What follows belongs to an exercise in optimizing a design on an open flow for a short achievable clock period and few clock cycles; a production flow would make more cautious choices.
Function was checked by simulation only, so behaviour that the tests miss may differ from the original.
Power is estimated from default activity; no workload was simulated.

[flow/config.mk]
export PLATFORM = sky130hd
export DESIGN_NAME = cpu_top
export DESIGN_NICKNAME = cpu_top
export VERILOG_FILES = /design/flow/design.v
export SDC_FILE = /design/flow/constraint.sdc
export NUM_CORES = 4
export LEC_CHECK = 0
export ABC_CLOCK_PERIOD_IN_PS = 3000
export CAP_MARGIN = 20
export CORE_MARGIN = 2
export CORE_UTILIZATION = 30
export SLEW_MARGIN = 20
[flow/constraint.sdc]
create_clock -name core_clock -period 14.0 [get_ports {CLK}]
set_input_delay 2.8000 -clock core_clock [delete_from_list [all_inputs] [get_ports {CLK}]]
set_output_delay 2.8000 -clock core_clock [all_outputs]
set_load 0.01 [all_outputs]
[flow/design.v]
`timescale 1ns/1ps
package mips_pkg;
   typedef logic [31:0] word_t;
   typedef logic [4:0]  reg_addr_t;
   typedef enum logic [5:0] {
      OP_RTYPE = 6'h00, OP_J     = 6'h02, OP_JAL  = 6'h03, OP_BEQ   = 6'h04,
      OP_BNE   = 6'h05, OP_ADDIU = 6'h09, OP_SLTI = 6'h0a, OP_SLTIU = 6'h0b,
      OP_ANDI  = 6'h0c, OP_ORI   = 6'h0d, OP_XORI = 6'h0e, OP_LUI   = 6'h0f,
      OP_LB    = 6'h20, OP_LH    = 6'h21, OP_LW   = 6'h23, OP_LBU   = 6'h24,
      OP_LHU   = 6'h25, OP_SB    = 6'h28, OP_SH   = 6'h29, OP_SW    = 6'h2b
   } opcode_e;
   typedef enum logic [5:0] {
      FN_SLL  = 6'h00, FN_SRL  = 6'h02, FN_SRA = 6'h03, FN_JR   = 6'h08,
      FN_ADDU = 6'h21, FN_SUBU = 6'h23, FN_AND = 6'h24, FN_OR   = 6'h25,
      FN_XOR  = 6'h26, FN_NOR  = 6'h27, FN_SLT = 6'h2a, FN_SLTU = 6'h2b
   } funct_e;
   typedef enum logic [3:0] {
      ALU_ADD, ALU_SUB, ALU_AND, ALU_OR, ALU_XOR, ALU_NOR,
      ALU_SLT, ALU_SLTU, ALU_SLL, ALU_SRL, ALU_SRA, ALU_LUI
   } alu_op_e;
   typedef enum logic [1:0] {MEM_BYTE = 2'b00, MEM_HALF = 2'b01, MEM_WORD = 2'b11} mem_size_e;
   typedef enum logic [1:0] {SRC_A_REG, SRC_A_SHAMT, SRC_A_ZERO} src_a_e;
   typedef enum logic [1:0] {SRC_B_REG, SRC_B_IMM, SRC_B_UPPER, SRC_B_LINK} src_b_e;
   typedef enum logic [1:0] {DST_RT, DST_RD, DST_R31} reg_dst_e;
   typedef enum logic [2:0] {FLOW_NONE, FLOW_BEQ, FLOW_BNE, FLOW_J, FLOW_JR} flow_e;
   typedef struct packed {
      alu_op_e   alu_op;
      src_a_e    src_a;
      src_b_e    src_b;
      reg_dst_e  reg_dst;
      flow_e     flow;
      logic      reg_write;
      logic      imm_signed;   
      logic      mem_read;
      logic      mem_write;
      mem_size_e mem_size;
      logic      mem_signed;   
      logic      link;         
      logic      uses_rs;      
      logic      uses_rt;      
   } ctrl_t;
endpackage
`timescale 1ns/1ps
module alu (
   input  mips_pkg::word_t   a,
   input  mips_pkg::word_t   b,
   input  mips_pkg::alu_op_e op,
   output mips_pkg::word_t   y
);
   logic [4:0] shamt;
   assign shamt = a[4:0];   
   always_comb begin
      case (op)
         mips_pkg::ALU_ADD:  y = a + b;
         mips_pkg::ALU_SUB:  y = a - b;
         mips_pkg::ALU_AND:  y = a & b;
         mips_pkg::ALU_OR:   y = a | b;
         mips_pkg::ALU_XOR:  y = a ^ b;
         mips_pkg::ALU_NOR:  y = ~(a | b);
         mips_pkg::ALU_SLT:  y = {31'b0, $signed(a) < $signed(b)};
         mips_pkg::ALU_SLTU: y = {31'b0, a < b};
         mips_pkg::ALU_SLL:  y = b << shamt;
         mips_pkg::ALU_SRL:  y = b >> shamt;
         mips_pkg::ALU_SRA:  y = $signed(b) >>> shamt;
         mips_pkg::ALU_LUI:  y = {b[15:0], 16'h0000};
         default:  y = '0;
      endcase
   end
endmodule
`timescale 1ns/1ps
module reg_file (
   input  logic                CLK,
   input  logic                we,
   input  mips_pkg::reg_addr_t ra1,
   input  mips_pkg::reg_addr_t ra2,
   input  mips_pkg::reg_addr_t wa,
   input  mips_pkg::word_t     wd,
   output mips_pkg::word_t     rd1,
   output mips_pkg::word_t     rd2
);
   mips_pkg::word_t regs [0:31];
   always_ff @(posedge CLK) begin
      if (we && wa != 5'd0)
         regs[wa] <= wd;
   end
   assign rd1 = (ra1 == 5'd0) ? '0 : regs[ra1];
   assign rd2 = (ra2 == 5'd0) ? '0 : regs[ra2];
endmodule
`timescale 1ns/1ps
module branch_unit (
   input  mips_pkg::flow_e flow,
   input  mips_pkg::word_t pc_ds,      
   input  mips_pkg::word_t pc_after,   
   input  mips_pkg::word_t ras,        
   input  logic [15:0]     imm,
   input  logic [25:0]     jtarget,
   output logic            pred_taken,
   output mips_pkg::word_t pred_target,
   output mips_pkg::word_t alt
);
   mips_pkg::word_t br_target;
   assign br_target = pc_ds + {{14{imm[15]}}, imm, 2'b00};
   always_comb begin
      pred_taken  = 1'b0;
      pred_target = br_target;
      alt         = br_target;
      case (flow)
         mips_pkg::FLOW_BEQ, mips_pkg::FLOW_BNE: begin
            pred_taken = imm[15];
            alt        = imm[15] ? pc_after : br_target;
         end
         mips_pkg::FLOW_J: begin
            pred_taken  = 1'b1;
            pred_target = {pc_ds[31:28], jtarget, 2'b00};
         end
         mips_pkg::FLOW_JR: begin
            pred_taken  = 1'b1;
            pred_target = ras;
            alt         = ras;
         end
         default: pred_taken = 1'b0;
      endcase
   end
endmodule
`timescale 1ns/1ps
module load_store_align (
   input  mips_pkg::word_t     st_data,
   input  mips_pkg::mem_size_e st_size,
   input  logic [1:0]          st_offset,
   output mips_pkg::word_t     wdata,
   output logic [3:0]          be,
   input  mips_pkg::word_t     ld_raw,
   input  mips_pkg::mem_size_e ld_size,
   input  logic                ld_signed,
   input  logic [1:0]          ld_offset,
   output mips_pkg::word_t     ld_data
);
   mips_pkg::word_t       ld_shifted;
   logic [7:0]  byte_lane;
   logic [15:0] half_lane;
   always_comb begin
      case (st_size)
         mips_pkg::MEM_BYTE: begin
            wdata = {24'b0, st_data[7:0]} << {~st_offset, 3'b000};
            be    = 4'b1000 >> st_offset;
         end
         mips_pkg::MEM_HALF: begin
            wdata = st_offset[1] ? {16'b0, st_data[15:0]} : {st_data[15:0], 16'b0};
            be    = st_offset[1] ? 4'b0011 : 4'b1100;
         end
         default: begin
            wdata = st_data;
            be    = 4'b1111;
         end
      endcase
   end
   assign ld_shifted = ld_raw >> {~ld_offset, 3'b000};
   assign byte_lane  = ld_shifted[7:0];
   assign half_lane  = ld_offset[1] ? ld_raw[15:0] : ld_raw[31:16];
   always_comb begin
      case (ld_size)
         mips_pkg::MEM_BYTE: ld_data = {{24{ld_signed & byte_lane[7]}}, byte_lane};
         mips_pkg::MEM_HALF: ld_data = {{16{ld_signed & half_lane[15]}}, half_lane};
         default:  ld_data = ld_raw;
      endcase
   end
endmodule
`timescale 1ns/1ps
module control_decode (
   input  mips_pkg::word_t   instr,
   output mips_pkg::ctrl_t   ctrl
);
   logic [5:0] opcode;
   logic [5:0] funct;
   assign opcode = instr[31:26];
   assign funct  = instr[5:0];
   always_comb begin
      ctrl.alu_op     = mips_pkg::ALU_ADD;
      ctrl.src_a      = mips_pkg::SRC_A_REG;
      ctrl.src_b      = mips_pkg::SRC_B_IMM;
      ctrl.reg_dst    = mips_pkg::DST_RT;
      ctrl.flow       = mips_pkg::FLOW_NONE;
      ctrl.reg_write  = 1'b0;
      ctrl.imm_signed = 1'b1;
      ctrl.mem_read   = 1'b0;
      ctrl.mem_write  = 1'b0;
      ctrl.mem_size   = mips_pkg::mem_size_e'(instr[27:26]);
      ctrl.mem_signed = ~instr[28];
      ctrl.link       = 1'b0;
      ctrl.uses_rs    = 1'b1;
      ctrl.uses_rt    = 1'b0;
      case (opcode)
         mips_pkg::OP_RTYPE: begin
            ctrl.src_b     = mips_pkg::SRC_B_REG;
            ctrl.reg_dst   = mips_pkg::DST_RD;
            ctrl.reg_write = 1'b1;
            ctrl.uses_rt   = 1'b1;
            case (funct)
               mips_pkg::FN_ADDU: ctrl.alu_op = mips_pkg::ALU_ADD;
               mips_pkg::FN_SUBU: ctrl.alu_op = mips_pkg::ALU_SUB;
               mips_pkg::FN_AND:  ctrl.alu_op = mips_pkg::ALU_AND;
               mips_pkg::FN_OR:   ctrl.alu_op = mips_pkg::ALU_OR;
               mips_pkg::FN_XOR:  ctrl.alu_op = mips_pkg::ALU_XOR;
               mips_pkg::FN_NOR:  ctrl.alu_op = mips_pkg::ALU_NOR;
               mips_pkg::FN_SLT:  ctrl.alu_op = mips_pkg::ALU_SLT;
               mips_pkg::FN_SLTU: ctrl.alu_op = mips_pkg::ALU_SLTU;
               mips_pkg::FN_SLL:  ctrl.alu_op = mips_pkg::ALU_SLL;
               mips_pkg::FN_SRL:  ctrl.alu_op = mips_pkg::ALU_SRL;
               mips_pkg::FN_SRA:  ctrl.alu_op = mips_pkg::ALU_SRA;
               mips_pkg::FN_JR: begin
                  ctrl.flow      = mips_pkg::FLOW_JR;
                  ctrl.reg_write = 1'b0;
               end
               default: ctrl.reg_write = 1'b0;
            endcase
            if (instr[5:2] == 4'b0000) begin
               ctrl.src_a   = mips_pkg::SRC_A_SHAMT;
               ctrl.uses_rs = 1'b0;
            end
         end
         mips_pkg::OP_ADDIU, mips_pkg::OP_SLTI, mips_pkg::OP_SLTIU, mips_pkg::OP_ANDI,
         mips_pkg::OP_ORI, mips_pkg::OP_XORI: begin
            ctrl.reg_write  = 1'b1;
            ctrl.imm_signed = ~instr[28];
            case (opcode)
               mips_pkg::OP_SLTI:  ctrl.alu_op = mips_pkg::ALU_SLT;
               mips_pkg::OP_SLTIU: ctrl.alu_op = mips_pkg::ALU_SLTU;
               mips_pkg::OP_ANDI:  ctrl.alu_op = mips_pkg::ALU_AND;
               mips_pkg::OP_ORI:   ctrl.alu_op = mips_pkg::ALU_OR;
               mips_pkg::OP_XORI:  ctrl.alu_op = mips_pkg::ALU_XOR;
               default:            ctrl.alu_op = mips_pkg::ALU_ADD;
            endcase
         end
         mips_pkg::OP_LUI: begin
            ctrl.reg_write = 1'b1;
            ctrl.alu_op    = mips_pkg::ALU_OR;
            ctrl.src_a     = mips_pkg::SRC_A_ZERO;
            ctrl.src_b     = mips_pkg::SRC_B_UPPER;
            ctrl.uses_rs   = 1'b0;
         end
         mips_pkg::OP_LB, mips_pkg::OP_LH, mips_pkg::OP_LW, mips_pkg::OP_LBU, mips_pkg::OP_LHU: begin
            ctrl.mem_read  = 1'b1;
            ctrl.reg_write = 1'b1;
         end
         mips_pkg::OP_SB, mips_pkg::OP_SH, mips_pkg::OP_SW: begin
            ctrl.mem_write = 1'b1;
            ctrl.uses_rt   = 1'b1;
         end
         mips_pkg::OP_BEQ: begin
            ctrl.flow    = mips_pkg::FLOW_BEQ;
            ctrl.src_b   = mips_pkg::SRC_B_REG;
            ctrl.uses_rt = 1'b1;
         end
         mips_pkg::OP_BNE: begin
            ctrl.flow    = mips_pkg::FLOW_BNE;
            ctrl.src_b   = mips_pkg::SRC_B_REG;
            ctrl.uses_rt = 1'b1;
         end
         mips_pkg::OP_J: begin
            ctrl.flow    = mips_pkg::FLOW_J;
            ctrl.uses_rs = 1'b0;
         end
         mips_pkg::OP_JAL: begin
            ctrl.flow      = mips_pkg::FLOW_J;
            ctrl.link      = 1'b1;
            ctrl.src_a     = mips_pkg::SRC_A_ZERO;
            ctrl.src_b     = mips_pkg::SRC_B_LINK;
            ctrl.reg_dst   = mips_pkg::DST_R31;
            ctrl.reg_write = 1'b1;
            ctrl.uses_rs   = 1'b0;
         end
         default: ctrl.flow = mips_pkg::FLOW_NONE;
      endcase
   end
endmodule
`timescale 1ns/1ps
module datapath #(
   parameter mips_pkg::word_t RESET_PC = 32'h0000_0000
) (
   input  logic            CLK,
   input  logic            rst,
   output mips_pkg::word_t imem_addr,
   input  mips_pkg::word_t imem_rdata,
   output mips_pkg::word_t dmem_addr,
   output mips_pkg::word_t dmem_wdata,
   output logic [3:0]      dmem_be,
   output logic            dmem_we,
   output logic            dmem_re,
   input  mips_pkg::word_t dmem_rdata
);
   mips_pkg::word_t pc;         
   mips_pkg::word_t pc_q;       
   logic            rst_q;
   logic            squash_q;   
   logic            skid_v;     
   mips_pkg::word_t skid;
   mips_pkg::word_t skid_pc;
   mips_pkg::word_t ras;
   mips_pkg::word_t instr;
   mips_pkg::word_t a_pc;
   logic            a_valid;
   mips_pkg::ctrl_t ctrl;
   mips_pkg::reg_addr_t rs, rt, dest;
   mips_pkg::word_t rd1, rd2, rs_val, rt_val, imm_ext, op_a, op_b;
   mips_pkg::word_t a_pc4, a_pc8;
   logic            pred_taken;
   mips_pkg::word_t pred_target, alt;
   logic            stall, adv;
   logic            e_we, e_load, e_store, e_signed, e_br, e_bne, e_jr, e_pred;
   mips_pkg::alu_op_e e_op;
   mips_pkg::mem_size_e e_size;
   mips_pkg::reg_addr_t e_dest;
   mips_pkg::word_t e_a, e_b, e_st, e_y, e_addr, e_alt, st_wdata;
   logic [3:0]      st_be;
   logic            e_taken, redirect;
   mips_pkg::word_t redirect_pc;
   logic            m_we, m_load, m_store, m_signed;
   mips_pkg::mem_size_e m_size;
   mips_pkg::reg_addr_t m_dest;
   mips_pkg::word_t m_y, m_wdata;
   logic [3:0]      m_be;
   logic            w_we, w_load, w_signed;
   mips_pkg::mem_size_e w_size;
   mips_pkg::reg_addr_t w_dest;
   mips_pkg::word_t w_y, ld_data, w_value;
   assign imem_addr = pc;
   assign instr     = skid_v ? skid : imem_rdata;
   assign a_pc      = skid_v ? skid_pc : pc_q;
   assign a_valid   = skid_v || !(rst_q || squash_q);
   assign a_pc4     = a_pc + 32'd4;
   assign a_pc8     = a_pc + 32'd8;
   control_decode decode_i (.instr(instr), .ctrl(ctrl));
   assign rs = instr[25:21];
   assign rt = instr[20:16];
   always_comb begin
      case (ctrl.reg_dst)
         mips_pkg::DST_RD:  dest = instr[15:11];
         mips_pkg::DST_R31: dest = 5'd31;
         default:           dest = instr[20:16];
      endcase
   end
   reg_file regs_i (
      .CLK (CLK),
      .we  (w_we),
      .ra1 (rs),
      .ra2 (rt),
      .wa  (w_dest),
      .wd  (w_value),
      .rd1 (rd1),
      .rd2 (rd2)
   );
   always_comb begin
      if (e_we && e_dest == rs)      rs_val = e_y;
      else if (m_we && m_dest == rs) rs_val = m_y;
      else if (w_we && w_dest == rs) rs_val = w_value;
      else                           rs_val = rd1;
      if (e_we && e_dest == rt)      rt_val = e_y;
      else if (m_we && m_dest == rt) rt_val = m_y;
      else if (w_we && w_dest == rt) rt_val = w_value;
      else                           rt_val = rd2;
   end
   assign stall = a_valid &&
                  ((e_load && e_we && ((ctrl.uses_rs && e_dest == rs) || (ctrl.uses_rt && e_dest == rt))) ||
                   (m_load && m_we && ((ctrl.uses_rs && m_dest == rs) || (ctrl.uses_rt && m_dest == rt))));
   assign adv   = a_valid && !stall;
   branch_unit branch_i (
      .flow        (ctrl.flow),
      .pc_ds       (a_pc4),
      .pc_after    (a_pc8),
      .ras         (ras),
      .imm         (instr[15:0]),
      .jtarget     (instr[25:0]),
      .pred_taken  (pred_taken),
      .pred_target (pred_target),
      .alt         (alt)
   );
   assign imm_ext = ctrl.imm_signed ? {{16{instr[15]}}, instr[15:0]} : {16'b0, instr[15:0]};
   always_comb begin
      case (ctrl.src_a)
         mips_pkg::SRC_A_SHAMT: op_a = {27'b0, instr[10:6]};
         mips_pkg::SRC_A_ZERO:  op_a = '0;
         default:               op_a = rs_val;
      endcase
      case (ctrl.src_b)
         mips_pkg::SRC_B_IMM:   op_b = imm_ext;
         mips_pkg::SRC_B_UPPER: op_b = {instr[15:0], 16'h0000};
         mips_pkg::SRC_B_LINK:  op_b = a_pc8;
         default:               op_b = rt_val;
      endcase
   end
   always_ff @(posedge CLK) begin
      rst_q <= rst;
      pc_q  <= pc;
      if (rst) begin
         pc       <= RESET_PC;
         skid_v   <= 1'b0;
         squash_q <= 1'b0;
      end else begin
         squash_q <= redirect;
         skid_v   <= stall;
         if (redirect)                pc <= redirect_pc;
         else if (stall)              pc <= pc;   
         else if (adv && pred_taken)  pc <= pred_target;
         else                         pc <= pc + 32'd4;
      end
      skid    <= instr;
      skid_pc <= a_pc;
      if (adv && ctrl.link) ras <= a_pc8;
   end
   always_ff @(posedge CLK) begin
      if (rst || !adv) begin
         e_we    <= 1'b0;
         e_load  <= 1'b0;
         e_store <= 1'b0;
         e_br    <= 1'b0;
         e_jr    <= 1'b0;
      end else begin
         e_we    <= ctrl.reg_write && dest != 5'd0;
         e_load  <= ctrl.mem_read;
         e_store <= ctrl.mem_write;
         e_br    <= ctrl.flow == mips_pkg::FLOW_BEQ || ctrl.flow == mips_pkg::FLOW_BNE;
         e_jr    <= ctrl.flow == mips_pkg::FLOW_JR;
      end
      e_bne    <= ctrl.flow == mips_pkg::FLOW_BNE;
      e_pred   <= pred_taken;
      e_alt    <= alt;
      e_op     <= ctrl.alu_op;
      e_size   <= ctrl.mem_size;
      e_signed <= ctrl.mem_signed;
      e_dest   <= dest;
      e_a      <= op_a;
      e_b      <= op_b;
      e_st     <= rt_val;
   end
   alu alu_i (.a(e_a), .b(e_b), .op(e_op), .y(e_y));
   assign e_addr  = e_a + e_b;
   assign e_taken = (e_a == e_b) ^ e_bne;
   always_comb begin
      redirect    = 1'b0;
      redirect_pc = e_alt;
      if (e_br) begin
         redirect = e_taken != e_pred;
      end else if (e_jr) begin
         redirect    = e_a != e_alt;
         redirect_pc = e_a;
      end
   end
   load_store_align align_i (
      .st_data   (e_st),
      .st_size   (e_size),
      .st_offset (e_addr[1:0]),
      .wdata     (st_wdata),
      .be        (st_be),
      .ld_raw    (dmem_rdata),
      .ld_size   (w_size),
      .ld_signed (w_signed),
      .ld_offset (w_y[1:0]),
      .ld_data   (ld_data)
   );
   always_ff @(posedge CLK) begin
      if (rst) begin
         m_we    <= 1'b0;
         m_load  <= 1'b0;
         m_store <= 1'b0;
      end else begin
         m_we    <= e_we;
         m_load  <= e_load;
         m_store <= e_store;
      end
      m_dest   <= e_dest;
      m_y      <= (e_load || e_store) ? e_addr : e_y;
      m_wdata  <= st_wdata;
      m_be     <= st_be;
      m_size   <= e_size;
      m_signed <= e_signed;
   end
   assign dmem_addr  = m_y;
   assign dmem_wdata = m_wdata;
   assign dmem_be    = m_be;
   assign dmem_we    = m_store && !rst;
   assign dmem_re    = m_load && !rst;
   always_ff @(posedge CLK) begin
      if (rst) begin
         w_we   <= 1'b0;
         w_load <= 1'b0;
      end else begin
         w_we   <= m_we;
         w_load <= m_load;
      end
      w_dest   <= m_dest;
      w_y      <= m_y;
      w_size   <= m_size;
      w_signed <= m_signed;
   end
   assign w_value = w_load ? ld_data : w_y;
endmodule
`timescale 1ns/1ps
module cpu_top #(
   parameter mips_pkg::word_t RESET_PC = 32'h0000_0000
) (
   input  logic            CLK,
   input  logic            rst,
   output mips_pkg::word_t imem_addr,
   input  mips_pkg::word_t imem_rdata,
   output mips_pkg::word_t dmem_addr,
   output mips_pkg::word_t dmem_wdata,
   output logic [3:0]      dmem_be,
   output logic            dmem_we,
   output logic            dmem_re,
   input  mips_pkg::word_t dmem_rdata
);
   datapath #(.RESET_PC(RESET_PC)) datapath_i (
      .CLK        (CLK),
      .rst        (rst),
      .imem_addr  (imem_addr),
      .imem_rdata (imem_rdata),
      .dmem_addr  (dmem_addr),
      .dmem_wdata (dmem_wdata),
      .dmem_be    (dmem_be),
      .dmem_we    (dmem_we),
      .dmem_re    (dmem_re),
      .dmem_rdata (dmem_rdata)
   );
endmodule
[flow/flow/run.sh]
#!/bin/bash
set -euo pipefail
bash standard.sh SETUP_SLACK_MARGIN=8 finish > standard.log 2>&1
[flow/standard.sh]
#!/bin/bash
# synth_recipe.tcl (not shown) runs the flow's synth.tcl, then flattens the netlist and writes it again
# the make line also repeats each setting of config.mk as NAME=value (left out here)
make -C /OpenROAD-flow-scripts/flow DESIGN_CONFIG=/design/flow/config.mk WORK_HOME=/design/flow/orfs CLKGATE_MAP_FILE= SYNTH_SCRIPT=/design/flow/synth_recipe.tcl "${@:-finish}"
==> summary.md, run 1 <==
| Metric | Value |
|---|---|
| Clock network power share | 34.9% |
| Number of remaining DRC errors | 0 |
| Pwr dens | 133 mW/mm2 |
| WS Path Type | primary input to flip-flop |
| Die Area | 0.275 mm2 |
| Initial DRC count | around 12,000 |
| Crit end category | flip-flop |
| RD Place Congestion | 0.990 |
| Post-synth ARST share | 0% |
| Row cnt | between 150 and 200 |
| Layout fillers | 27,019 |
| Pin count of the biggest net entering global routing | 125 |
| Starting Density | between 30% and 40% |
| Syn_area_per_cell | 9.20 um2 |
| Commonest register cell after synthesis | edfxtp_1 |
| Worst min path class | flip-flop to flip-flop |
| Antenna-violating nets left | 0 |
| Initial antenna violation count | 14 |
| Remaining global-route overflow | 0 |
| Switching Share | 32.7% |
| WP data required | around 15,000 ps |
| Cells along the critical path | clkdlybuf4s50_1 -> mux2i_4 -> buf_12 -> nand2_1 -> and3_1 -> a311oi_1 -> a311oi_1 -> o41ai_1 -> o221ai_1 -> a31oi_1 |
| Worst setup path startpoint | imem_rdata[23] |
| WL/cell | 30.6 um |
| Minimum clock period | 6240 ps |
| Core Box Area | ~0.27 mm2 |
| First-pass GRT wire length | 527,000 um |
| TritonCTS Buffers | roughly 160 |
| Fmax | roughly 160 MHz |
| Die span in x | 524 um |
| Vias | 76,201 |
| Drt pass-1 iters | 9 |
| Post-synth cell types | 119 |
| Die height | 524 um |
| Post-Route WL | 381,000 um |
| Area leader, netlist | edfxtp_1 |
| Final net count | a little under 9,000 |
| Worst r2r src | datapath_i.skid_v |
| Total negative slack | 0 ps |
| Crit path max-delay family | compound AO/OA/AOI/OAI gates |
| Vias in the first global route | 70,003 |
| CTS tree | built |
| Worst path bufs/invs | 2 |
| PortBufs | between 150 and 200 |
| Flop pwr share | 43.4% |
| Cells after Synth | 8,829 |
| Warnings from Yosys | 6 |
| Combinational Power Share | 21.7% |
| Least-Margin Pin Slew | about 1300 ps |
| Crit-path slowest cell | clkdlybuf4s50_1 |
| Mapped cell area | 0.0812 mm2 |
| Critical path data arrival time | between 6000 and 7000 ps |
| Final setup violation count | 0 |
| Fraction of layout cells with a size suffix above 1 | 9.87% |
| Tot Pwr | 0.0125 W |
| Largest cells by area after synthesis | edfxtp_1 (39%), nand2_1 (11%), dfxtp_1 (9.8%), nand3_1 (5.6%), a311oi_1 (3.6%) |
| Sw Pwr | 0.00408 W |
| DR vias/cell | 6.12 |
| Layout Skew | 84.8 ps |
| Clock Latency Late Sink | 860 ps |
| Fin crit share | 44.6% |
| Max Cap Viol | 0 |
| Final Hold Viols | 0 |
| Worst-path clk slew | roughly 60 ps |
| Cell mode on critical path | a311oi_1 |
| Layout area overhead | 15.1% |
| Crit-path max cell delay | 700 ps |
| Post-synth EDFFs | 1,056 |
| CTS root buffer | clkbuf_16 |
| Int Power | 0.00839 W |
| Leak Pwr | 34.0 nW |
| Hold_sp | datapath_i.m_signed |
| Critical path startpoint category | primary input |
| Final slew viol count | 0 |
| H-Tree Depth | 4 |
| Max-slew headroom | around 14% |
| CTS sink cnt | ~1,500 |
| All-layer global routing usage | 26.4% |
| Area share of the largest cell type after synthesis | 39.0% |
| Number of placed I/O pins | between 150 and 200 |
| Status | timing/DRC/antenna clean |
| CP max FO | between 90 and 100 |
| Final HPWL DP | approximately 240,000 um |
| Sequential share of the synthesized area | 48.8% |
| RSZ-0062 raised after global routing | yes |
| Post-synthesis register bit count | approximately 1,500 |
| Worst-case vdd ir drop | between 100 and 150 uV |
| CTS max path bufs | 3 |
[power by group through the flow]
stage | logic [W] | clock network (W) | registers, W
final | 0.00271 | 0.00435 | 0.00541
after global routing | 0.00283 | 0.00454 | 0.00540
after CTS | 0.00260 | 0.00437 | 0.00539
after detailed placement | 0.00256 | 0 | 0.00547
after global placement | 0.00253 | 0 | 0.00547
after floorplan | 0.00145 | 0 | 0.00531
[sequential cells by signal, indices dropped and copies added (netlist names), 2 cells and up]
register / count
datapath_i.regs_i.regs: 1024
datapath_i.e_a: 32
datapath_i.e_alt: 32
datapath_i.e_b: 32
datapath_i.e_st: 32
datapath_i.m_wdata: 32
datapath_i.m_y: 32
datapath_i.pc: 32
datapath_i.pc_q: 32
datapath_i.ras: 32
datapath_i.skid_pc: 32
datapath_i.w_y: 32
datapath_i.skid: 31
datapath_i.e_dest: 5
datapath_i.m_dest: 5
datapath_i.w_dest: 5
datapath_i.e_op: 4
datapath_i.m_be: 4
datapath_i.m_size: 2
datapath_i.w_size: 2
[repair_timing]
item	4_1_cts	5_1_grt
setup endpoints to repair	125	108
resized for setup	119	88
pin swaps	5	7
hold buffers	0	0
buffers inserted	14	9
gates cloned	6	5
[area by class of cell]
class                   count  area (um2)  share of cell area (%)
flip-flops and latches   1453       39700                    42.4
repair buffers            433        4360                    4.66
diodes                      8        20.0                  0.0214
inverters                 193         797                   0.852
clock buffers             212        4390                    4.70
clock inverters            79         958                    1.03
repair inverters            2        17.5                  0.0187
well taps                3570        4470                    4.78
multi-input cells        6505       38800                    41.5
[cell usage in the layout (no fill, tap or decap), drive strengths merged, types with 60 or more instances in the layout]
cell type / synthesis / layout
clkbuf: 403 / 222
mux2i: 173 / 173
edfxtp: 1056 / 1056
and3: 184 / 184
o21ai: 267 / 267
nor2: 371 / 371
dfxtp: 397 / 397
mux4: 76 / 76
buf: 306 / 255
a31oi: 84 / 84
nand3: 905 / 905
nor3: 109 / 109
ha: 134 / 134
inv: 189 / 193
nand2: 2300 / 2300
o22ai: 66 / 66
xnor2: 152 / 152
clkdlybuf4s50: 0 / 161
a311oi: 339 / 339
a21oi: 366 / 366
nor4: 60 / 60
[synth_stat cells (18+ instances only)]
| library cell | count |
|---|---|
| or3_1 | 23 |
| a21o_1 | 40 |
| nand2b_1 | 28 |
| nand4_1 | 44 |
| mux2_2 | 40 |
| a31oi_1 | 83 |
| and3_1 | 184 |
| o2111ai_1 | 18 |
| nand2_1 | 2298 |
| nor4_1 | 59 |
| mux2i_1 | 162 |
| a21oi_1 | 365 |
| nand3_1 | 903 |
| a2bb2oi_1 | 19 |
| o21bai_1 | 25 |
| buf_2 | 200 |
| xor2_1 | 24 |
| a311oi_1 | 338 |
| ha_1 | 134 |
| buf_1 | 67 |
| o22ai_1 | 65 |
| nor2b_1 | 48 |
| a211oi_1 | 48 |
| nor3_1 | 104 |
| o221ai_1 | 25 |
| o21ai_0 | 259 |
| clkbuf_1 | 402 |
| edfxtp_1 | 1056 |
| o21a_1 | 53 |
| a222oi_1 | 18 |
| a221o_1 | 25 |
| buf_4 | 24 |
| nor2_1 | 368 |
| o31ai_1 | 28 |
| inv_1 | 180 |
| mux4_2 | 76 |
| and2_1 | 20 |
| a22oi_1 | 30 |
| a22o_1 | 26 |
| a221oi_1 | 37 |
| xnor2_1 | 151 |
| dfxtp_1 | 397 |
| o211ai_1 | 36 |
[cells by family after synthesis]
group	after synthesis	synth area share (%)
xor gates and xnor gates	176	1.91
other	1	0.00462
buffers and inverters	902	4.73
muxes	289	4.90
adders and majority gates	137	2.14
AOI/OAI and AO/OA	1717	15.0
and+or+nand+nor	4154	22.4
DFF	1453	48.8
[through the flow]
| stage | worst slack (ps) | utilization [%] | instances | hold slack, ps | cell area [um2] |
|---|---|---|---|---|---|
| finish | 7760 | 34.6 | 12455 | 336 | 93500 |
| global route | 7840 | 34.6 | 12449 | 359 | 93500 |
| CTS | 7730 | 34.4 | 12433 | 343 | 93000 |
| detailed placement | 6080 | 32.2 | 12122 | 322 | 86900 |
| global placement | 5180 | 32.1 | 12116 | 325 | 86800 |
| floorplan | 8010 | - | 8860 | 310 | 81400 |
[routing by layer]
metal  GRT usage, %  up-vias  wire (um)
met5              0        -         28
met4           17.1        6      29300
li1               -    32063          -
met1           34.3    37005     141000
met3           6.67     1194      49700
met2           38.8     5933     161000
[worst reg2reg max path, cell delays in order, from the launching register on]
cell,delay [ps]
dfxtp_4,560
mux2i_1,330
inv_1,190
ha_1,250
a21boi_2,370
nand4_1,300
or4_1,620
nor2_1,150
xnor2_1,100
ha_1,410
nand4_1,190
or4_1,670
a311oi_4,310
a31oi_1,200
o21ai_1,220
xnor2_1,190
nand2_1,70
and4_1,230
o41ai_2,280
[worst paths after layout]
| path | endpoint | depth (start not counted) | slack, ps |
|---|---|---|---|
| setup / recovery | datapath_i.e_a[3] | 10 | 7760 |
| hold / removal | datapath_i.w_signed | 0 | 340 |
| setup reg to reg | datapath_i.pc[29] | 18 | 8240 |
| hold reg to reg | datapath_i.w_signed | 0 | 340 |
Testbench counts, summed over its fixed seeds: cycles 86,797.
==> run 2, diff against run 1 <==
--- a/flow/design.v
+++ b/flow/design.v
@@ -94,6 +94,8 @@
    input  mips_pkg::word_t ras,        
    input  logic [15:0]     imm,
    input  logic [25:0]     jtarget,
+   input  logic            early_known,
+   input  logic            early_taken,
    output logic            pred_taken,
    output mips_pkg::word_t pred_target,
    output mips_pkg::word_t alt
@@ -106,8 +108,8 @@
       alt         = br_target;
       case (flow)
          mips_pkg::FLOW_BEQ, mips_pkg::FLOW_BNE: begin
-            pred_taken = imm[15];
-            alt        = imm[15] ? pc_after : br_target;
+            pred_taken = early_known ? early_taken : imm[15];
+            alt        = pred_taken ? pc_after : br_target;
          end
          mips_pkg::FLOW_J: begin
             pred_taken  = 1'b1;
@@ -306,6 +308,9 @@
    logic            pred_taken;
    mips_pkg::word_t pred_target, alt;
    logic            stall, adv;
+   logic [31:1]     zf;         
+   logic            rs_z, rs_z_known, early_known, early_taken;
+   logic            e_zero, w_zero, w_value_zero;
    logic            e_we, e_load, e_store, e_signed, e_br, e_bne, e_jr, e_pred;
    mips_pkg::alu_op_e e_op;
    mips_pkg::mem_size_e e_size;
@@ -314,11 +319,6 @@
    logic [3:0]      st_be;
    logic            e_taken, redirect;
    mips_pkg::word_t redirect_pc;
-   logic            m_we, m_load, m_store, m_signed;
-   mips_pkg::mem_size_e m_size;
-   mips_pkg::reg_addr_t m_dest;
-   mips_pkg::word_t m_y, m_wdata;
-   logic [3:0]      m_be;
    logic            w_we, w_load, w_signed;
    mips_pkg::mem_size_e w_size;
    mips_pkg::reg_addr_t w_dest;
@@ -351,18 +351,36 @@
    );
    always_comb begin
       if (e_we && e_dest == rs)      rs_val = e_y;
-      else if (m_we && m_dest == rs) rs_val = m_y;
       else if (w_we && w_dest == rs) rs_val = w_value;
       else                           rs_val = rd1;
       if (e_we && e_dest == rt)      rt_val = e_y;
-      else if (m_we && m_dest == rt) rt_val = m_y;
       else if (w_we && w_dest == rt) rt_val = w_value;
       else                           rt_val = rd2;
    end
-   assign stall = a_valid &&
-                  ((e_load && e_we && ((ctrl.uses_rs && e_dest == rs) || (ctrl.uses_rt && e_dest == rt))) ||
-                   (m_load && m_we && ((ctrl.uses_rs && m_dest == rs) || (ctrl.uses_rt && m_dest == rt))));
+   assign stall = a_valid && e_load && e_we &&
+                  ((ctrl.uses_rs && e_dest == rs) || (ctrl.uses_rt && e_dest == rt));
    assign adv   = a_valid && !stall;
+   assign e_zero = e_y == 32'd0;
+   assign w_value_zero = w_load ? (ld_data == 32'd0) : w_zero;
+   always_comb begin
+      rs_z_known = 1'b1;
+      if (rs == 5'd0)                rs_z = 1'b1;
+      else if (e_we && e_dest == rs) begin
+         rs_z       = e_zero;
+         rs_z_known = !e_load;
+      end
+      else if (w_we && w_dest == rs) rs_z = w_value_zero;
+      else                           rs_z = zf[rs];
+      early_known = 1'b0;
+      early_taken = 1'b0;
+      if (rs == rt) begin
+         early_known = 1'b1;
+         early_taken = ctrl.flow == mips_pkg::FLOW_BEQ;
+      end else if (rt == 5'd0 && rs_z_known) begin
+         early_known = 1'b1;
+         early_taken = rs_z ^ (ctrl.flow == mips_pkg::FLOW_BNE);
+      end
+   end
    branch_unit branch_i (
       .flow        (ctrl.flow),
       .pc_ds       (a_pc4),
@@ -370,6 +388,8 @@
       .ras         (ras),
       .imm         (instr[15:0]),
       .jtarget     (instr[25:0]),
+      .early_known (early_known),
+      .early_taken (early_taken),
       .pred_taken  (pred_taken),
       .pred_target (pred_target),
       .alt         (alt)
@@ -405,7 +425,9 @@
       end
       skid    <= instr;
       skid_pc <= a_pc;
-      if (adv && ctrl.link) ras <= a_pc8;
+      if (rst)                   ras <= '0;
+      else if (adv && ctrl.link) ras <= a_pc8;
+      if (w_we) zf[w_dest] <= w_value_zero;
    end
    always_ff @(posedge CLK) begin
       if (rst || !adv) begin
@@ -457,40 +479,24 @@
       .ld_offset (w_y[1:0]),
       .ld_data   (ld_data)
    );
-   always_ff @(posedge CLK) begin
-      if (rst) begin
-         m_we    <= 1'b0;
-         m_load  <= 1'b0;
-         m_store <= 1'b0;
-      end else begin
-         m_we    <= e_we;
-         m_load  <= e_load;
-         m_store <= e_store;
-      end
-      m_dest   <= e_dest;
-      m_y      <= (e_load || e_store) ? e_addr : e_y;
-      m_wdata  <= st_wdata;
-      m_be     <= st_be;
-      m_size   <= e_size;
-      m_signed <= e_signed;
-   end
-   assign dmem_addr  = m_y;
-   assign dmem_wdata = m_wdata;
-   assign dmem_be    = m_be;
-   assign dmem_we    = m_store && !rst;
-   assign dmem_re    = m_load && !rst;
+   assign dmem_addr  = e_addr;
+   assign dmem_wdata = st_wdata;
+   assign dmem_be    = st_be;
+   assign dmem_we    = e_store && !rst;
+   assign dmem_re    = e_load && !rst;
    always_ff @(posedge CLK) begin
       if (rst) begin
          w_we   <= 1'b0;
          w_load <= 1'b0;
       end else begin
-         w_we   <= m_we;
-         w_load <= m_load;
+         w_we   <= e_we;
+         w_load <= e_load;
       end
-      w_dest   <= m_dest;
-      w_y      <= m_y;
-      w_size   <= m_size;
-      w_signed <= m_signed;
+      w_dest   <= e_dest;
+      w_y      <= (e_load || e_store) ? e_addr : e_y;
+      w_size   <= e_size;
+      w_signed <= e_signed;
+      w_zero   <= e_zero;
    end
    assign w_value = w_load ? ld_data : w_y;
 endmodule
==> run 2 against run 1 <==
  * First-iteration DRC count up 0.31%
  * Worst hold slack improved by 37 ps
  * Die area up 1.1%
  * Final cell count increased by 6.2%
  * Clock skew fell by 13 ps
  * Synthesized cell count rose by 5.5%
  * Utilization rose by 2.3 points
  * Count of clock-buffer cells in the layout decreased by 4
  * Combinational power increased by 33%
==> summary.md, run 2 <==
| Metric | Value |
|---|---|
| Sequential share of the synthesized area | 47.2% (-1.7 points) |
| Flop pwr share | 39.4% (-4.0 points) |
| Number of placed I/O pins | 168 (unchanged) |
| Syn_area_per_cell | 8.82 um2 (-4.2%) |
| Most frequent cells in the layout | nand2_1 (2,485), nand3_1 (1,122), edfxtp_1 (1,055) |
| TritonCTS Buffers | 165 (+2.5%) |
| Area leader, netlist | edfxtp_1 |
| Post-synthesis register bit count | 1,406 (-3.2%) |
| Combinational Power Share | 27.7% (+6.0 points) |
| Pin count of the biggest net entering global routing | 114 (-8.8%) |
| Layout Skew | 72.0 ps (-12.8 ps) |
| Vias in the first global route | 75,020 (+7.2%) |
| Met2 Use GR | 43.8% (+5.0 points) |
| WL/cell | 32.3 um (+5.7%) |
| Critical path startpoint category | flip-flop |
| Die Area | 0.278 mm2 (+1.1%) |
| Post-Route WL | 428,000 um (+12%) |
| Die height | 527 um (+0.53%) |
| Met1 GRT Util | 36.6% (+2.3 points) |
| Clock network power share | 32.9% (-2.0 points) |
| Status | timing/DRC/antenna clean |
| CP max FO | 9 (-90%) |
| Die span in x | 527 um (+0.53%) |
| Total negative slack | 0 ps (unchanged) |
| Int Power | 0.00862 W (+2.8%) |
| Most common cell after layout, fill and taps aside | nand2_1 |
| Post-synth ARST share | 0% (unchanged) |
| Cells after Synth | 9,311 (+5.5%) |
| WS Path Type | flip-flop to output port |
| Fraction of layout cells with a size suffix above 1 | 15.7% (+5.9 points) |
| First-pass GRT wire length | 581,000 um (+10%) |
| Starting Density | 30.1% (about the same) |
| RD Place Congestion | 1.08 (+9.0%) |
| CTS tree | built |
| RSZ-0062 raised after global routing | yes |
| Area share of the largest cell type after synthesis | 38.6% (-0.45 points) |
| Minimum clock period | 6720 ps (+483 ps) |
| Initial antenna violation count | 32 (+18) |
| Crit end category | output port |
| Leak Pwr | 37.1 nW (+9.1%) |
| Final slew viol count | 0 (unchanged) |
| Layout area overhead | 22.9% |
| Sw Pwr | 0.00440 W (+8.0%) |
| Drt pass-1 iters | 9 (unchanged) |
| Core Box Area | 0.273 mm2 (+1.1%) |
| Max-slew headroom | 20.1% (+5.6 points) |
| Synth cell count leaders | nand2_1 (2,494), nand3_1 (1,131), edfxtp_1 (1,055), clkbuf_1 (608), a21oi_1 (378) |
| Largest register FFs | 1,024 (unchanged) |
| Final net count | 9,722 (+8.6%) |
| Warnings from Yosys | 6 (unchanged) |
| Row cnt | 192 (+0.52%) |
| Final HPWL DP | 261,000 um (+8.5%) |
| Worst min path class | flip-flop to flip-flop |
| Remaining global-route overflow | 0 (unchanged) |
| Critical path data arrival time | 3920 ps (-2980 ps) |
| # hold bufs at CTS | 0 (unchanged) |
| Biggest register | datapath_i.regs_i.regs |
| Max Cap Viol | 0 (unchanged) |
| PortBufs | 167 (unchanged) |
| Post-synth cell types | 103 (-13%) |
| Antenna-violating nets left | 0 (unchanged) |
| GRT busiest layer | met2 |
| Top-count cell post-synth | nand2_1 |
| CTS sink cnt | 1,406 (-3.2%) |
| Commonest register cell after synthesis | edfxtp_1 |
| Mapped cell area | 0.0821 mm2 (+1.1%) |
| Largest cells by area after synthesis | edfxtp_1 (39%), nand2_1 (11%), dfxtp_1 (8.6%), nand3_1 (6.9%), a311oi_1 (3.3%) |
| Initial DRC count | 12,357 (+0.31%) |
| Switching Share | 33.8% (+1.1 points) |
| CTS root buffer | clkbuf_16 |
| Post-synth EDFFs | 1,055 (-0.095%) |
| Final setup violation count | 0 (unchanged) |
| DR vias/cell | 6.22 (+1.7%) |
| Met3 Use GR | 7.06% (+0.39 points) |
| WP data required | 11,200 ps (-3460 ps) |
| All-layer global routing usage | 28.8% (+2.5 points) |
| Inst Count DP | 12,577 (+3.8%) |
| Final Non-Filler Cells | 13,231 (+6.2%) |
| Fmax | 149 MHz (-7.2%) |
| Final Hold Viols | 0 (unchanged) |
| Number of remaining DRC errors | 0 (unchanged) |
| Worst-path clk slew | 70 ps (about the same) |
| Least-Margin Pin Slew | 1190 ps (-84.7 ps) |
| H-Tree Depth | 4 (unchanged) |
| Pwr dens | 129 mW/mm2 (-3.2%) |
| Worst-case vdd ir drop | 88.2 uV (-22%) |
| CTS max path bufs | 4 (+1) |
| Vias | 82,319 (+8.0%) |
| Layout fillers | 26,903 (-0.43%) |
| Clock Latency Late Sink | 870 ps (about the same) |
| Tot Pwr | 0.0130 W (+4.5%) |
| Fin crit share | 48.0% (+3.5 points) |
==> run 2: power by group through the flow <==
stage,combinational [W],sequential (W),clock [W]
floorplan,0.00161,0.00509,0
detailed placement,0.00283,0.00521,0
global placement,0.00282,0.00521,0
CTS,0.00328,0.00511,0.00433
global route,0.00372,0.00513,0.00447
finish,0.00361,0.00513,0.00428
==> run 2: cells by family after synthesis <==
family / after synthesis / share of synthesized area (%)
compound gates: 1689 / 14.7
xor+xnor: 195 / 2.08
fa+ha+maj: 147 / 2.27
buf+inv: 989 / 4.65
flops: 1406 / 47.2
mux: 275 / 4.38
other cells: 1 / 0.00457
simple gates: 4609 / 24.8
==> run 2: layer usage <==
metal | wire length [um] | share of wire (%)
met5 | 78 | 0.018
met4 | 34300 | 8.0
met1 | 157000 | 37
met3 | 52100 | 12
met2 | 184000 | 43
==> run 2: per-stage QoR <==
stage / hold WS (ps) / cell area [um2] / util [%] / setup WS (ps)
6_report: 372 / 101000 / 37.0 / 7280
3_5_place_dp: 372 / 88100 / 32.3 / 5440
4_1_cts: 379 / 98100 / 35.9 / 7240
3_3_place_gp: 379 / 88100 / 32.3 / 5400
2_1_floorplan: 310 / 82500 / - / 7390
5_1_grt: 391 / 101000 / 37.0 / 7270
==> run 2: area by class of cell <==
class,instances,area [um2],share of cell area (%)
timing repair buffer,763,8280,8.20
timing repair inverter,3,28.8,0.0285
clock buffer,208,4430,4.39
inverter,217,1000,0.994
antenna,12,30.0,0.0298
sequential,1406,38800,38.5
multi-input combinational,6953,43100,42.7
tap,3589,4490,4.45
clock inverter,80,731,0.724
==> run 2: worst paths after layout <==
| check | startpoint | end | slack (ps) | depth (start not counted) |
|---|---|---|---|---|
| setup / recovery | datapath_i.e_b[7] | dmem_addr[28] | 7280 | 12 |
| hold / removal | datapath_i.pc[0] | datapath_i.pc_q[0] | 370 | 0 |
| setup reg to reg | datapath_i.e_a[0] | datapath_i.pc[21] | 7650 | 20 |
| hold reg to reg | datapath_i.pc[0] | datapath_i.pc_q[0] | 370 | 0 |
==> run 2: worst max-delay path: stages, from the launching register on <==
cell and delay, ps:
dfxtp_2 340, buf_12 140, inv_1 100, ha_4 300, a2111oi_4 420, o21ai_4 170, a31oi_4 320, o311ai_2 120
buf_6 180, a2111oi_4 430, nor3_2 130, xnor2_2 200, buf_4 220
==> run 2: repair_timing <==
action / CTS / global route
resized for setup: 781 / 325
setup endpoints to repair: 268 / 194
cloned: 31 / 18
pin swaps: 85 / 101
buffers inserted: 167 / 137
Testbench counts of run 2, summed over its fixed seeds: cycles 83,362.

what the ideal ports hide:
Ports are ideal in the flow. The routed layouts listed here were re-timed in OpenROAD.
Step 1 (the two cells are an assumption about what drives the block):
set clk [get_ports {CLK}]
set_driving_cell -lib_cell sky130_fd_sc_hd__clkbuf_16 $clk
set_driving_cell -lib_cell sky130_fd_sc_hd__buf_2 [delete_from_list [all_inputs] $clk]
Step 2 moves the port delays by t, midway between the first and last clock arrival at a register: inputs arrive t later, outputs are due t later. That takes back most of the time a late clock gives input paths.
Slacks: ideal ports / drivers / drivers and shift; pairs: ideal ports / drivers.
run	shift t [ns]	setup slack, ns	worst register clock-pin slew, ns
run 1	0.909	7.761 / 7.826 / 6.916	0.07 / 0.07
run 2	0.931	7.278 / 7.178 / 7.021	0.08 / 0.08
After both steps every run listed still meets setup and hold. For run 1, which loses most, drivers alone change the setup slack by +0.065 ns; drivers and shift together by -0.845 ns.
